Source: an optimization exercise on an open RTL-to-GDS flow (aim: small area, a short achievable clock period and few clock cycles per item). Production flows keep margins and buffers that such runs may drop.
Only the layout flow was run in this run; the RTL was not checked for function there.
Power is estimated from default activity; no workload was simulated.

File: design/flow/run.sh
#!/bin/bash
# synth_recipe.tcl (not shown) runs the flow's synth.tcl, then flattens the netlist and writes it again
# the make line also repeats each setting of config.mk as NAME=value (left out here)
make -C /OpenROAD-flow-scripts/flow DESIGN_CONFIG=/design/flow/config.mk WORK_HOME=/design/flow/orfs CLKGATE_MAP_FILE= SYNTH_SCRIPT=/design/flow/synth_recipe.tcl finish
File: design/flow/config.mk
export PLATFORM = sky130hd
export DESIGN_NAME = tau_top
export DESIGN_NICKNAME = tau_top
export VERILOG_FILES = /design/flow/design.v
export SDC_FILE = /design/flow/constraint.sdc
export NUM_CORES = 4
export LEC_CHECK = 0
export CAP_MARGIN = 20
export CORE_MARGIN = 2
export CORE_UTILIZATION = 40
export SLEW_MARGIN = 20
File: design/flow/design.v
module tau_top (
	input  logic        i_clk,
	input  logic        i_rst_n,
	input  logic        i_wb_cyc,
	input  logic        i_wb_stb,
	input  logic        i_wb_we,
	input  logic [3:0]  i_wb_adr,
	input  logic [31:0] i_wb_dat,
	output logic        o_wb_ack,
	output logic [31:0] o_wb_dat,
	input  logic        i_req_rdy,
	input  logic [69:0] i_req,
	output logic        o_req_ack,
	output logic        o_addr_rdy,
	output logic [18:0] o_addr,
	input  logic        i_addr_ack
);
	function automatic logic [31:0] csa(input logic [15:0] a, input logic [15:0] b, input logic [15:0] c);
		logic [15:0] s;
		logic [15:0] y;
		s = a ^ b ^ c;
		y = (a & b) | (a & c) | (b & c);
		csa = {y[14:0], 1'b0, s};
	endfunction
	logic [3:0][15:0] base0;
	logic [3:0][15:0] base1;
	logic [3:0][15:0] pitch;
	logic [3:0][13:0] bstr;
	logic [3:0][13:0] astr;
	logic        wb_hit;
	logic        ack_r;
	logic        wq_v;
	logic [3:0]  wq_adr;
	logic [31:0] wq_dat;
	logic [31:0] wdat;
	logic [31:0] rd_word;
	logic [31:0] rd_dat_r;
	assign wb_hit = i_wb_cyc && i_wb_stb && !ack_r;
	always_ff @(posedge i_clk) begin
		wq_v   <= i_rst_n && wb_hit && i_wb_we;
		wq_adr <= i_wb_adr;
		wq_dat <= i_wb_dat;
	end
	assign wdat   = wq_dat & {32{i_rst_n}};
	for (genvar e = 0; e < 4; e++) begin : g_tab
		logic [3:0] wen;
		for (genvar w = 0; w < 4; w++) begin : g_w
			assign wen[w] = !i_rst_n || (wq_v && wq_adr == 4'(e * 4 + w));
		end
		always_ff @(posedge i_clk) begin
			if (wen[0]) begin
				base0[e] <= wdat[15:0];
				base1[e] <= wdat[31:16];
			end
			if (wen[1]) pitch[e] <= wdat[15:0];
			if (wen[2]) bstr[e]  <= wdat[13:0];
			if (wen[3]) astr[e]  <= wdat[13:0];
		end
	end
	always_comb begin
		case (i_wb_adr[1:0])
			2'd0:    rd_word = {base1[i_wb_adr[3:2]], base0[i_wb_adr[3:2]]};
			2'd1:    rd_word = {16'd0, pitch[i_wb_adr[3:2]]};
			2'd2:    rd_word = {18'd0, bstr[i_wb_adr[3:2]]};
			default: rd_word = {18'd0, astr[i_wb_adr[3:2]]};
		endcase
	end
	always_ff @(posedge i_clk) begin
		if (!i_rst_n) ack_r <= 1'b0;
		else          ack_r <= wb_hit;
	end
	always_ff @(posedge i_clk) rd_dat_r <= rd_word;
	assign o_wb_ack = ack_r;
	assign o_wb_dat = rd_dat_r;
	logic        adv;        
	logic        kv;         
	logic        ov;         
	logic        o_free;
	logic        rv;
	logic [63:0] r_ofs;      
	logic [1:0]  r_id;
	logic [1:0]  r_last_id;
	logic        r_last;
	logic        free;       
	logic [35:0] ctl_r;      
	logic [1:0]  beg;
	logic [1:0]  lst;
	logic [1:0]  nxt_id;
	logic        rv_n;
	logic        kv_n;
	logic        r_last_n;
	logic        s3_v;
	function automatic logic [35:0] ctl_dec(input logic [13:0] b, input logic [13:0] a);
		logic [27:0] f;
		logic [6:0]  l;
		f = {b, a};
		for (int k = 0; k < 4; k++) begin
			l = f[7*k +: 7];
			ctl_dec[9*k +: 3] = l[2:0];
			for (int j = 0; j < 3; j++) begin
				ctl_dec[9*k + 3 + 2*j]     = l[3 + j] && !l[6];
				ctl_dec[9*k + 3 + 2*j + 1] = l[3 + j] && l[6];
			end
		end
	endfunction
	assign beg    = i_req[4:3];
	assign lst    = 2'(i_req[2:0] - 3'd1);
	assign nxt_id = r_id + 2'd1;
	assign adv    = !kv;
	assign rv_n     = i_rst_n && (free ? i_req_rdy : rv);
	assign kv_n     = i_rst_n && !o_free && (kv || (adv && s3_v));
	assign r_last_n = free ? (beg == lst) : (adv ? (nxt_id == r_last_id) : r_last);
	always_ff @(posedge i_clk) begin
		rv     <= rv_n;
		kv     <= kv_n;
		r_last <= r_last_n;
		free   <= !rv_n || (!kv_n && r_last_n);
	end
	assign o_req_ack = free;
	always_ff @(posedge i_clk) begin
		if (free) begin
			r_ofs     <= i_req[69:6];
			r_last_id <= lst;
			r_id      <= beg;
			ctl_r     <= ctl_dec(bstr[beg], astr[beg]);
		end else if (adv) begin
			r_id      <= nxt_id;
			ctl_r     <= ctl_dec(bstr[nxt_id], astr[nxt_id]);
		end
	end
	logic [1:0][12:0][15:0] d_l0;
	logic [1:0][8:0][15:0]  d_l1;
	logic [1:0][5:0][15:0]  d_l2;
	logic [1:0][3:0][15:0]  d_l3;
	logic [1:0][2:0][15:0]  d_l4;
	logic [1:0][1:0][15:0]  d_l5;
	always_comb begin
		logic [15:0] sh;
		for (int k = 0; k < 4; k++) begin
			sh = r_ofs[16*k +: 16] << ctl_r[9*k +: 3];
			for (int j = 0; j < 3; j++) begin
				for (int d = 0; d < 2; d++) begin
					d_l0[d][3*k + j] = (sh << j) & {16{ctl_r[9*k + 3 + 2*j + d]}};
				end
			end
		end
		d_l0[0][12] = base0[r_id];
		d_l0[1][12] = base1[r_id];
		for (int d = 0; d < 2; d++) begin
			for (int g = 0; g < 4; g++) {d_l1[d][2*g+1], d_l1[d][2*g]} = csa(d_l0[d][3*g], d_l0[d][3*g+1], d_l0[d][3*g+2]);
			d_l1[d][8] = d_l0[d][12];
			for (int g = 0; g < 3; g++) {d_l2[d][2*g+1], d_l2[d][2*g]} = csa(d_l1[d][3*g], d_l1[d][3*g+1], d_l1[d][3*g+2]);
			for (int g = 0; g < 2; g++) {d_l3[d][2*g+1], d_l3[d][2*g]} = csa(d_l2[d][3*g], d_l2[d][3*g+1], d_l2[d][3*g+2]);
			{d_l4[d][1], d_l4[d][0]} = csa(d_l3[d][0], d_l3[d][1], d_l3[d][2]);
			d_l4[d][2] = d_l3[d][3];
			{d_l5[d][1], d_l5[d][0]} = csa(d_l4[d][0], d_l4[d][1], d_l4[d][2]);
		end
	end
	logic                   s1_v;
	logic [1:0]             s1_id;
	logic [1:0][1:0][15:0]  s1_m;    
	always_ff @(posedge i_clk) begin
		if (!i_rst_n) s1_v <= 1'b0;
		else if (adv) s1_v <= rv;
	end
	always_ff @(posedge i_clk) begin
		if (adv) begin
			s1_id <= r_id;
			s1_m  <= d_l5;
		end
	end
	logic              s2_v;
	logic [1:0]        s2_id;
	logic [15:0]       s2_m1;
	logic [15:0]       s2_p;
	logic [1:0][15:0]  s2_m0;
	always_ff @(posedge i_clk) begin
		if (!i_rst_n) s2_v <= 1'b0;
		else if (adv) s2_v <= s1_v;
	end
	always_ff @(posedge i_clk) begin
		if (adv) begin
			s2_id <= s1_id;
			s2_m1 <= s1_m[1][0] + s1_m[1][1];
			s2_p  <= pitch[s1_id];
			s2_m0 <= s1_m[0];
		end
	end
	logic [17:0][15:0]  p_l0;
	logic [11:0][15:0]  p_l1;
	logic [7:0][15:0]   p_l2;
	logic [5:0][15:0]   p_l3;
	logic [3:0][15:0]   p_l4;
	logic [2:0][15:0]   p_l5;
	logic [1:0][15:0]   p_l6;
	always_comb begin
		for (int j = 0; j < 16; j++) begin
			p_l0[j] = (s2_m1 << j) & {16{s2_p[j]}};
		end
		p_l0[16] = s2_m0[0];
		p_l0[17] = s2_m0[1];
		for (int g = 0; g < 6; g++) {p_l1[2*g+1], p_l1[2*g]} = csa(p_l0[3*g], p_l0[3*g+1], p_l0[3*g+2]);
		for (int g = 0; g < 4; g++) {p_l2[2*g+1], p_l2[2*g]} = csa(p_l1[3*g], p_l1[3*g+1], p_l1[3*g+2]);
		for (int g = 0; g < 2; g++) {p_l3[2*g+1], p_l3[2*g]} = csa(p_l2[3*g], p_l2[3*g+1], p_l2[3*g+2]);
		p_l3[4] = p_l2[6];
		p_l3[5] = p_l2[7];
		for (int g = 0; g < 2; g++) {p_l4[2*g+1], p_l4[2*g]} = csa(p_l3[3*g], p_l3[3*g+1], p_l3[3*g+2]);
		{p_l5[1], p_l5[0]} = csa(p_l4[0], p_l4[1], p_l4[2]);
		p_l5[2] = p_l4[3];
		{p_l6[1], p_l6[0]} = csa(p_l5[0], p_l5[1], p_l5[2]);
	end
	logic [1:0]        s3_id;
	logic [1:0][15:0]  s3_r;
	always_ff @(posedge i_clk) begin
		if (!i_rst_n) s3_v <= 1'b0;
		else if (adv) s3_v <= s2_v;
	end
	always_ff @(posedge i_clk) begin
		if (adv) begin
			s3_id <= s2_id;
			s3_r  <= p_l6;
		end
	end
	logic [17:0]      item;
	logic [17:0]      o_r;
	logic [17:0]      k_r;
	assign item   = {s3_r[0] + s3_r[1], s3_id};
	assign o_free = !ov || i_addr_ack;
	always_ff @(posedge i_clk) begin
		if (!i_rst_n)    ov <= 1'b0;
		else if (o_free) ov <= kv || (adv && s3_v);
	end
	always_ff @(posedge i_clk) begin
		if (o_free) o_r <= kv ? k_r : item;
		if (adv)    k_r <= item;
	end
	assign o_addr_rdy = ov;
	assign o_addr     = {o_r[17:2], 1'b0, o_r[1:0]};
endmodule
File: design/flow/constraint.sdc
create_clock -name core_clock -period 12.0 [get_ports {i_clk}]
set_input_delay 2.4000 -clock core_clock [delete_from_list [all_inputs] [get_ports {i_clk}]]
set_output_delay 2.4000 -clock core_clock [all_outputs]
set_load 0.01 [all_outputs]
==> impl_metrics.env <==
export IMPL_crit_chain="mux2i_1 -> mux2i_1 -> nand2_1 -> o221ai_1 -> and2_1 -> fa_1 -> inv_1 -> fa_1 -> inv_1 -> fa_1 -> fa_1 -> xnor2_1 -> xnor2_1 -> xnor2_1 -> xnor2_1 -> xnor3_1 -> xnor2_1"
export IMPL_cts_max_level=3
export IMPL_cts_tree="built"
export IMPL_rows=119
export IMPL_synth_cells=3036
export IMPL_die_area_um2=108000
export IMPL_cts_hold_buffers=0
export IMPL_synth_top_area_share_pct=41.5
export IMPL_cts_root_buffer="clkbuf_16"
export IMPL_clkTransAtPathRegs_ns=0.07
export IMPL_cts_resized=0
export IMPL_p_per_area_nw_per_um2=299
export IMPL_grt_pass1_vias=25400
export IMPL_rrSetupSlack_ns=6.13
export IMPL_hold_violations=0
export IMPL_r2r_end="s1_m[47]"
export IMPL_cts_made_buffers=76
export IMPL_drt_iter0_markers=1869
export IMPL_viasPerCell=5.22
export IMPL_maxCapViolCount=0
export IMPL_initial_utilization_pct=40.2
export IMPL_status="complete, no violations"
export IMPL_final_layout_size_suffix_gt1_share_pct=13.2
export IMPL_critPathMaxFanout=16
export IMPL_post_route_period_util_pct=48.9
export IMPL_cts_setup_buffers=0
export IMPL_insertion_delay_ns=0.69
export IMPL_place_area_um2=45300
export IMPL_slowest_stage="edfxtp_1"
export IMPL_tightest_slew_ns=1.16
export IMPL_num_nets_final=3786
export IMPL_r2r_cells=17
export IMPL_endpoint="s1_m[47]"
export IMPL_rsz0062_at_grt="false"
export IMPL_crit_path_end_kind="flip-flop"
export IMPL_syn_area_per_cell_um2=13.9
export IMPL_fmax_ghz=0.170
export IMPL_synth_cell_types=68
export IMPL_synthMuxAreaShare_pct=13.5
export IMPL_setup_tns_ns=0
export IMPL_numClockSinks=680
export IMPL_grt_use_total_pct=20.4
export IMPL_synthArstFlopShare_pct=0
export IMPL_slowest_delay_ns=0.91
export IMPL_critical_path_class="flip-flop to flip-flop"
export IMPL_overflow=0
export IMPL_synthesis_area_um2=42200
export IMPL_fillers=9370
export IMPL_hp_class="flip-flop to flip-flop"
export IMPL_detail_route_antenna_nets=0
export IMPL_synth_area_leaders="edfxtp_1 42%, fa_1 19%, mux4_2 10%"
export IMPL_final_area_um2=48000
export IMPL_grt_pass1_wl_um=162000
export IMPL_slew_headroom_pct=22.9
export IMPL_synth_adder_area_share_pct=21.9
export IMPL_setup_viol=0
export IMPL_dieWidth_um=329
export IMPL_dp_hpwl_um=80100
export IMPL_start_kind="flip-flop"
export IMPL_fp_dieH_um=329
export IMPL_drc=0
export IMPL_leakage_nw=18.4
export IMPL_critical_path_startpoint="ctl_r[1]"
export IMPL_gp_congestion=0.855
export IMPL_fin_worst_skew_ns=0.0727
export IMPL_report_final_slew_viol_count=0
export IMPL_required_ns=12.37
export IMPL_synth_xor_area_share_pct=2.20
export IMPL_worst_path_most_repeated_cell="xnor2_1"
export IMPL_clockBufferDepth=3
export IMPL_wl_per_cell_um=23.3
export IMPL_yosysSeqAreaShare_pct=46.1
export IMPL_yosysWarnings=1
export IMPL_pin_count=167
export IMPL_wl_um=108000
export IMPL_synth_simple_gate_area_share_pct=9.04
export IMPL_fin_crit_ns=5.87
export IMPL_postSynthNetCount=3651
export IMPL_synth_flop_cell="edfxtp_1"
export IMPL_synth_edf_count=584
export IMPL_synth_area_leader_cell="edfxtp_1"
export IMPL_synth_compound_area_share_pct=2.79
export IMPL_cp_data_arrival_time_ns=6.24
export IMPL_io_buffers=163
export IMPL_synth_top_family_by_area="adder cells"
export IMPL_peakVddDrop_v=0.000502
export IMPL_dr_pass1_iters=5
export IMPL_grt_max_degree=74
export IMPL_antenna_found_initial=5
export IMPL_r2r_start="ctl_r[1]"
export IMPL_ys_ff_latch=680
export IMPL_synthToLayoutAreaGrowth_pct=13.6
export IMPL_vias=24100
export IMPL_core_um2=105000
[cells in the final DEF (no fill, tap or decap), drive strengths merged, types with 3 or more instances in the layout]
master         instances
ha                   108
edfxtp               584
clkdlybuf4s50        158
nand2                329
a21o                  10
o211ai                10
o2111ai                7
a211oi                11
xor2                  20
and2                 191
a211o                  3
nand3b                 9
fa                   394
clkbuf               104
o22ai                  9
bufinv                 6
buf                   32
clkinv                21
nand2b                21
o21bai                 5
inv                  366
and3                  18
mux2                  53
nor3b                  3
dfxtp                 96
nand3                  8
nor3                   9
o21ai                 69
xnor2                 76
a21oi                 34
nor2                  45
xnor3                  4
o31ai                  4
a31oi                  4
or2                    5
mux4                 192
mux2i                 72
clkinvlp               3
nor2b                116
[stage by stage]
step / worst slack, ns / power [mW] / instances / utilization (%) / hold WS [ns]
3_5_place_dp: 6.20 / 12.1 / 4484 / 43.2 / 0.405
5_1_grt: 5.92 / 15.7 / 4625 / 45.7 / 0.422
4_1_cts: 6.16 / 14.6 / 4625 / 45.7 / 0.418
6_report: 6.13 / 14.4 / 4626 / 45.7 / 0.415
2_1_floorplan: 7.00 / 9.35 / 3036 / - / 0.400
3_3_place_gp: 6.16 / 11.9 / 4483 / 43.2 / 0.401
[synthesized netlist by cell type (all sizes together) (53+ instances only)]
library cell and number:
xnor2 76, mux2i 72, inv 359, nor2b 116
dfxtp 96, mux4 192, edfxtp 584, mux2 53
clkbuf 87, nand2 329, o21ai 69, ha 108
and2 191, fa 394
[per-layer routing]
metal / vias to the layer above / wire length, um / track usage [%] / part of all wire (%)
met5: - / 0 / 0 / 0
li1: 10700 / - / - / -
met1: 12600 / 42600 / 25.7 / 39
met2: 681 / 55500 / 35.3 / 51
met3: 163 / 5990 / 3.35 / 5.6
met4: 0 / 3890 / 7.64 / 3.6
[flip-flops by register name, indices dropped and copies added, names as in the netlist, 30 cells and up]
register	count
r_ofs	64
bstr	56
base1	64
rd_dat_r	32
s1_m	60
astr	56
pitch	64
base0	64
s2_m0	30
s3_r	30
ctl_r	36
wq_dat	32
[power breakdown]
group          internal [mW]  switching [mW]
combinational           3.54            4.35
clock                   1.42            1.00
sequential              3.65           0.392
[logic make-up (layout without fill, tap and decap cells)]
logic type                 after synthesis  count (layout)
AOI/OAI and AO/OA                      186             186
xor gates and xnor gates               100             100
adders and majority gates              502             502
buffers and inverters                  492             690
DFF                                    680             680
muxes                                  317             317
other                                    1               2
and+or+nand+nor                        758             758
[final cells by class]
type / instances / area (um2) / share of cell area [%]
inverters: 359 / 1350 / 2.82
clock inverters: 37 / 457 / 0.952
repair buffers: 190 / 1820 / 3.80
diodes: 1 / 2.50 / 0.00522
clock buffers: 104 / 2170 / 4.53
well taps: 1391 / 1740 / 3.63
multi-input cells: 1864 / 21000 / 43.7
flip-flops and latches: 680 / 19500 / 40.6
[critical path: cells and delay by family, from the launching register on]
| kind | cells | cell delay [ns] |
|---|---|---|
| XOR/XNOR | 6 | 1.37 |
| flip-flops | 1 | 0.91 |
| AND/OR/NAND/NOR | 2 | 0.49 |
| multiplexers | 2 | 0.45 |
| buffers and inverters | 2 | 0.10 |
| AO/OA/AOI/OAI | 1 | 0.42 |
| adder cells (fa/ha/maj) | 4 | 1.82 |
[worst min-delay path by stage]
stage                        start   endpoint  slack, ns  cells past startpoint
after floorplan            s1_m[0]   s2_m0[0]       0.40                      0
after global placement    s1_m[25]  s2_m0[25]       0.40                      0
after detailed placement   s1_m[0]   s2_m0[0]       0.40                      0
after CTS                 s1_m[33]   s2_m1[1]       0.42                      0
after global routing      s1_m[14]  s2_m0[14]       0.42                      0
final                     s1_m[33]   s2_m1[1]       0.41                      0

==> static timing again, ports no longer ideal <==
The flow's constraints put no driver on any port. The routed layout listed below was extracted and timed again, unchanged, in two steps.
Step 1 (the two cells are an assumption about what drives the block):
set clk [get_ports {i_clk}]
set_driving_cell -lib_cell sky130_fd_sc_hd__clkbuf_16 $clk
set_driving_cell -lib_cell sky130_fd_sc_hd__buf_2 [delete_from_list [all_inputs] $clk]
Step 2 moves the port delays by t, midway between the first and last clock arrival at a register: inputs arrive t later, outputs are due t later. That takes back most of the time a late clock gives input paths.
a / b / c = ideal / step 1 / step 2; a / b = the first two.
t (ns): 0.727
slack for setup (ns): 6.130 / 6.130 / 6.130
clock arrival spread, ns: 0.074 / 0.074
After both steps this run still meets setup and hold. For this run, drivers alone change the setup slack by 0.000 ns; drivers and shift together by 0.000 ns.
